This design comes from an exercise in tuning for small area and a short achievable clock period on the open sky130 flow, not from production work. Function was checked by simulation only, so behaviour that the tests miss may differ from the original.

Setup of alpha:
// fft16_pt
module fft16_pt #(
  parameter int DW = 24,
  parameter int TW = 14,
  parameter int IW = 16
) (
  input  logic                 clk,
  input  logic                 rst,
  input  logic signed [IW-1:0] din_r,
  input  logic signed [IW-1:0] din_i,
  output logic signed [DW-1:0] x1_r,
  output logic signed [DW-1:0] x1_c,
  output logic signed [DW-1:0] x2_r,
  output logic signed [DW-1:0] x2_c,
  output logic signed [DW-1:0] y1_r,
  output logic signed [DW-1:0] y1_c,
  output logic signed [DW-1:0] y2_r,
  output logic signed [DW-1:0] y2_c,
  output logic signed [TW-1:0] ra1_r,
  output logic signed [TW-1:0] ra1_c,
  output logic signed [DW-1:0] z1_r,
  output logic signed [DW-1:0] z1_c,
  output logic signed [DW-1:0] z2_r,
  output logic signed [DW-1:0] z2_c
);
==> flow/config.mk <==
export PLATFORM = sky130hd
export DESIGN_NAME = fft16_pt
export DESIGN_NICKNAME = fft16_pt
export VERILOG_FILES = /design/flow/design.v
export SDC_FILE = /design/flow/constraint.sdc
export NUM_CORES = 4
export LEC_CHECK = 0
export CAP_MARGIN = 20
export CORE_MARGIN = 2
export CORE_UTILIZATION = 60
export CTS_CLUSTER_DIAMETER = 100
export CTS_CLUSTER_SIZE = 27
export PLACE_DENSITY = 0.75
export SLEW_MARGIN = 20
==> flow/constraint.sdc <==
create_clock -name core_clock -period 15.0 [get_ports {clk}]
set_input_delay 3.0000 -clock core_clock [delete_from_list [all_inputs] [get_ports {clk}]]
set_output_delay 3.0000 -clock core_clock [all_outputs]
set_load 0.01 [all_outputs]
standard.sh (not shown) runs the stock make flow with config.mk's settings and CLKGATE_MAP_FILE= SYNTH_SCRIPT=/design/flow/synth_recipe.tcl, a recipe that flattens the netlist after the stock synthesis.
==> flow/flow/run.sh <==
#!/bin/bash
set -euo pipefail
bash standard.sh synth > synth.log 2>&1
bash standard.sh SETUP_SLACK_MARGIN=10.3 "BUFFER_PORTS_ARGS=-buffer_cell sky130_fd_sc_hd__buf_1" finish > layout.log 2>&1
alpha: PASS, flow complete, no timing, DRC or antenna violations
The following lists how beta was set up differently from alpha:
- PLACE_DENSITY removed (was 0.75)
- CTS_CLUSTER_SIZE changed from 27 to 24
==> flow/flow/run.sh <==
#!/bin/bash
set -euo pipefail
bash standard.sh synth > synth.log 2>&1
bash standard.sh SETUP_SLACK_MARGIN=10.2 "BUFFER_PORTS_ARGS=-buffer_cell sky130_fd_sc_hd__buf_1" finish > layout.log 2>&1
On final non-filler cell total, alpha tracks beta almost exactly. Reported for alpha and beta, largest buffer count on any clock path turned out identical to the last digit. beta can be clocked slower than alpha. Post-detailed-routing wire length (lower): alpha. beta vs alpha — worst setup margin dropped 0.13 ns. Final weighted congestion in routability-driven placement, beta vs alpha: up by a few percent.

* * *

## try-violet
Another version of the RTL of fft16_pt (not shown whole).
Size: ~1100 flip-flops, roughly 350 I/O pins, about 0.051 sq mm of cells after synthesis.
Settings: LEC_CHECK=0, CAP_MARGIN=20, CORE_MARGIN=2, CORE_UTILIZATION=65, CTS_BUF_LIST=sky130_fd_sc_hd__clkbuf_4 sky130_fd_sc_hd__clkbuf_8, SLEW_MARGIN=20; clock period 15.0 ns.
==> flow/flow/run.sh <==
#!/bin/bash
set -euo pipefail
bash standard.sh synth > synth.log 2>&1
bash standard.sh SETUP_SLACK_MARGIN=10.8 "BUFFER_PORTS_ARGS=-buffer_cell sky130_fd_sc_hd__buf_1" finish > layout.log 2>&1
For try-tundra, these inputs were changed with respect to try-violet:
==> flow/flow/run.sh <==
#!/bin/bash
set -euo pipefail
bash standard.sh synth > synth.log 2>&1
bash standard.sh SETUP_SLACK_MARGIN=10.5 "BUFFER_PORTS_ARGS=-buffer_cell sky130_fd_sc_hd__buf_1" finish > layout.log 2>&1
diff --git a/flow/config.mk b/flow/config.mk
--- a/flow/config.mk
+++ b/flow/config.mk
@@ -8,5 +8,4 @@
 export CAP_MARGIN = 20
 export CORE_MARGIN = 2
-export CORE_UTILIZATION = 65
-export CTS_BUF_LIST = sky130_fd_sc_hd__clkbuf_4 sky130_fd_sc_hd__clkbuf_8
+export CORE_UTILIZATION = 60
 export SLEW_MARGIN = 20
Results
try-violet was larger in final cell area than try-tundra. Layout multi-input combinational cell count: try-violet vs try-tundra — no meaningful difference. Looking at number of cell rows, try-tundra sits about 5% higher than try-violet does. In try-tundra the worst slack after detailed placement turned out 0.29 ns lower than in try-violet. Portion of the clock cycle consumed by the worst path in the final layout, try-violet and try-tundra: lower on try-violet. Post-route met1 wirelength, try-violet and try-tundra: larger value in try-tundra.

## port drivers added, routing unchanged
No port has a modelled driver above. Below, the same layouts with a new extraction and two added sets of constraints. Step 1: set_driving_cell puts a clkbuf_16 on clk and a buf_2 on each other input, an assumption about the parent block. Step 2, shift: input delay + t, output delay - t, t = (earliest + latest rising clock arrival at the registers) / 2. This alone moves slack from input paths to output paths. Slacks: ideal ports / drivers / drivers and shift; pairs: ideal ports / drivers.
run	t (ns)	slack for setup (ns)	worst setup path at the end
alpha	0.740	10.278 / 10.278 / 9.966	input to register
beta	0.742	10.144 / 10.144 / 9.699	input to register
try-violet	0.901	10.460 / 10.460 / 10.018	input to register
try-tundra	0.751	10.413 / 10.413 / 9.894	input to register
After both steps every run listed still meets setup and hold. The setup slack of try-tundra, which loses most, moves by 0.000 ns with the drivers and by -0.519 ns with both steps.
